This is an optimization exercise on Yosys and OpenROAD, whose aim is small area and few clock cycles per item, not a production implementation. RTL that was checked went through simulation tests only; none was proved equivalent to the original.

// dsp_mac_pipe
module dsp_mac_pipe (
  input  logic               CLK,
  input  logic               RSTN,
  input  logic               IN_VALID,
  output logic               IN_READY,
  input  logic signed [17:0] A,
  input  logic signed [17:0] B,
  input  logic signed [17:0] D,
  input  logic signed [47:0] C,
  input  logic [3:0]         OPMODE,
  output logic               OUT_VALID,
  input  logic               OUT_READY,
  output logic signed [47:0] P,
  output logic               CARRYOUT,
  output logic               OVERFLOW
);
==> flow/config.mk <==
export PLATFORM = sky130hd
export DESIGN_NAME = dsp_mac_pipe
export DESIGN_NICKNAME = dsp_mac_pipe
export VERILOG_FILES = /design/flow/design.v
export SDC_FILE = /design/flow/constraint.sdc
export NUM_CORES = 4
export LEC_CHECK = 0
export CAP_MARGIN = 20
export CORE_MARGIN = 2
export CORE_UTILIZATION = 40
export SLEW_MARGIN = 20
==> flow/constraint.sdc <==
create_clock -name core_clock -period 7.0 [get_ports {CLK}]
set_input_delay 1.4000 -clock core_clock [delete_from_list [all_inputs] [get_ports {CLK}]]
set_output_delay 1.4000 -clock core_clock [all_outputs]
set_load 0.01 [all_outputs]
standard.sh (not shown) runs the stock make flow with config.mk's settings and CLKGATE_MAP_FILE= SYNTH_SCRIPT=/design/flow/synth_recipe.tcl, a recipe that flattens the netlist after the stock synthesis.
==> flow/flow/run.sh <==
#!/bin/bash
# The standard ORFS layout (the standard.sh), with these changes:
# - the port buffers that global placement inserts on every input and output
#   are sky130_fd_sc_hd__buf_1 instead of the tool's default pick; timing
#   repair still resizes any of them that need more drive;
# - Yosys's synth runs without its early "abc -fast" pass, so the full adders
#   that ORFS extracts keep the polarity the RTL writes them in (the final ABC
#   mapping and everything else are unchanged);
# - clock tree synthesis uses smaller clock buffers, larger sink clusters and
#   no dummy loads.
set -euo pipefail
bash standard.sh "BUFFER_PORTS_ARGS=-buffer_cell sky130_fd_sc_hd__buf_1" "SYNTH_ARGS=-noabc" \
  "CTS_ARGS=-sink_clustering_enable -repair_clock_nets -buf_list {sky130_fd_sc_hd__clkbuf_4 sky130_fd_sc_hd__clkbuf_8} -sink_clustering_size 30 -sink_clustering_max_diameter 100 -dont_use_dummy_load" \
  finish > standard.log 2>&1
Testbench counts at the start, summed over its fixed seeds: cycles 32,062, items 32,046.
Then changed:
--- a/flow/design.v
+++ b/flow/design.v
@@ -155,21 +155,23 @@
   logic [18:0] a_ext;
   logic [8:0]  one, two, neg;
   assign pre   = pre1_q;
   assign a_ext = {a1_q, 1'b0};
   always_comb begin
     for (int i = 0; i < 9; i++) begin
-      one[i] = v1_q & (a_ext[2*i+1] ^ a_ext[2*i]);
-      two[i] = v1_q & ((a_ext[2*i+2] & ~a_ext[2*i+1] & ~a_ext[2*i]) |
+      one[i] = a_ext[2*i+1] ^ a_ext[2*i];
+      two[i] = ((a_ext[2*i+2] & ~a_ext[2*i+1] & ~a_ext[2*i]) |
                        (~a_ext[2*i+2] & a_ext[2*i+1] & a_ext[2*i]));
       neg[i] = v1_q & (a_ext[2*i+2] ^ op1_q[1]);
     end
   end
+  logic [18:0] pre_v;
   logic [19:0] pre2, pre1;
-  assign pre1 = {pre[18], pre};
-  assign pre2 = {pre, 1'b0};
+  assign pre_v = pre & {19{v1_q}};
+  assign pre1 = {pre_v[18], pre_v};
+  assign pre2 = {pre_v, 1'b0};
   logic [19:0] y0, y1, y2, y3, y4, y5, y6, y7, y8;
   assign y0 = (({20{one[0]}} & pre1) | ({20{two[0]}} & pre2)) ^ {20{neg[0]}};
   assign y1 = (({20{one[1]}} & pre1) | ({20{two[1]}} & pre2)) ^ {20{neg[1]}};
   assign y2 = (({20{one[2]}} & pre1) | ({20{two[2]}} & pre2)) ^ {20{neg[2]}};
   assign y3 = (({20{one[3]}} & pre1) | ({20{two[3]}} & pre2)) ^ {20{neg[3]}};
   assign y4 = (({20{one[4]}} & pre1) | ({20{two[4]}} & pre2)) ^ {20{neg[4]}};
- wire length grows by 4.3%
- worst setup slack gets better by 0.061 ns
- utilization goes up by 0.33 points
- clock-buffer cell count is unchanged
- design area barely changes
- die area is lower by 0.77%
- synthesized cell count shrinks by 2.5%
- synthesized area falls by 0.79%
The RTL of the second run of this note was laid out without a check of its function.

## the previous run
dsp_mac_pipe, a different RTL version from the one above (not shown whole).
Size: about 1700 cells after synthesis, roughly 140 flip-flops, about 160 I/O pins, ~17000 um^2 of cells after synthesis.
clock: 7.0 ns
lec_check: 0
cap_margin: 20
core_margin: 2
core_utilization: 40
slew_margin: 20
run.sh (not shown) runs the stock make flow with config.mk's settings and CLKGATE_MAP_FILE= SYNTH_SCRIPT=/design/flow/synth_recipe.tcl, a recipe that flattens the netlist after the stock synthesis.
Stock flow here: none of the scripts above is used.
Testbench counts of the previous run, summed over its fixed seeds: cycles 32,062, items 32,046.
Setup changes, the previous run to the current run
-- flow/design.v --
<<< the previous run, line 55
  always_comb begin
    for (int i = 0; i < 9; i++) begin
      one[i] = v1_q & (a_ext[2*i+1] ^ a_ext[2*i]);
      two[i] = v1_q & ((a_ext[2*i+2] & ~a_ext[2*i+1] & ~a_ext[2*i]) |
                       (~a_ext[2*i+2] & a_ext[2*i+1] & a_ext[2*i]));
      neg[i] = v1_q & (a_ext[2*i+2] ^ op1_q[1]);
    end
  end
>>> the current run, line 55
  always_comb begin
    for (int i = 0; i < 9; i++) begin
      one[i] = fire & (a_ext[2*i+1] ^ a_ext[2*i]);
      two[i] = fire & ((a_ext[2*i+2] & ~a_ext[2*i+1] & ~a_ext[2*i]) |
                       (~a_ext[2*i+2] & a_ext[2*i+1] & a_ext[2*i]));
      neg[i] = fire & (a_ext[2*i+2] ^ op1_q[1]);
    end
  end
<<< the previous run, line 76
  logic        use_acc;
  logic [47:0] base;
  assign use_acc = op1_q[0] && (cnt_q != 4'd0);
  assign base    = use_acc ? r_q : c1_q;
  wire s1, c2;
>>> the current run, line 76
  logic        use_acc;
  logic [47:0] base;
  assign use_acc = !fire || (op1_q[0] && (cnt_q != 4'd0));
  assign base    = use_acc ? r_q : c1_q;
  wire s1, c2;
<<< the previous run, line 709
  end
  always_ff @(posedge CLK) begin
    if (fire) begin
      r_q   <= res;
      co_q  <= co;
      ovf_q <= ovf;
>>> the current run, line 709
  end
  always_ff @(posedge CLK) begin
    r_q <= res;
  end
  always_ff @(posedge CLK) begin
    if (fire) begin
      co_q  <= co;
      ovf_q <= ovf;
Notes after the runs:
- Looking at the reports, the current run completed the entire flow and the layout it produced met the timing, DRC and antenna checks.
- The current run vs. the previous run: amount of wire on met3 after detailed routing went up by about 1.8%.
- Count of clock-buffer cells in the layout: the current run higher than the previous run
- Looking at launch point of the worst path, the OUT_READY result is from the current run; the a1_q[5] one comes from the previous run.
- In the tables for the previous run and the current run, depth of the critical timing path with buffers and inverters included reads higher with the current run.
- Delta(via count, the current run - the previous run) > 0
- Of the two values seen for capturing instance or port of the critical path, ovf_q was produced by the current run and r_q[45] by the previous run.
- The higher well-tap cell count came out of the previous run.
- Summary — wire length of the first global-routing pass, the current run relative to the previous run: higher, by about 4.6%.
- In the reports for the previous run and the current run, the larger number of DRC markers after the initial detailed-route iteration belongs to the previous run.
- [compare] base=the previous run new=the current run: transition time of the tightest slew-check pin now larger, critical path buffer and inverter count saw an increase, final area increased by 6.2% relative to the old numbers, worst setup slack now smaller.
Testbench counts of the current run, summed over its fixed seeds: cycles 32,062, items 32,046.

-- static timing again, ports no longer ideal --
How much do the figures lean on ideal ports? The routed layouts below were timed once more, with nothing changed but the port constraints.
Step 1: set_driving_cell puts a clkbuf_16 on CLK and a buf_2 on each other input, an assumption about the parent block.
Step 2, shift: input delay + t, output delay - t, t = (earliest + latest rising clock arrival at the registers) / 2. This alone moves slack from input paths to output paths.
Slacks: ideal / step 1 / step 2; pairs: ideal / step 1.
| run | shift t [ns] | slack for setup (ns) | worst setup path after step 2 | worst slew at a driven data input, ns |
|---|---|---|---|---|
| the first run of note 1 | 0.564 | 0.231 / 0.231 / 0.231 | register to register | 0.05 |
| the second run of note 1 | 0.552 | 0.292 / 0.292 / 0.292 | register to register | 0.06 |
| the previous run | 0.538 | 0.252 / 0.252 / 0.252 | register to register | 0.05 |
| the current run | 0.548 | 0.147 / 0.186 / -0.362 | input to register | 0.05 |
Met with ideal ports but missed after step 2: setup timing in the current run. The setup slack of the current run, which loses most, moves by +0.039 ns with the drivers and by -0.509 ns with both steps.
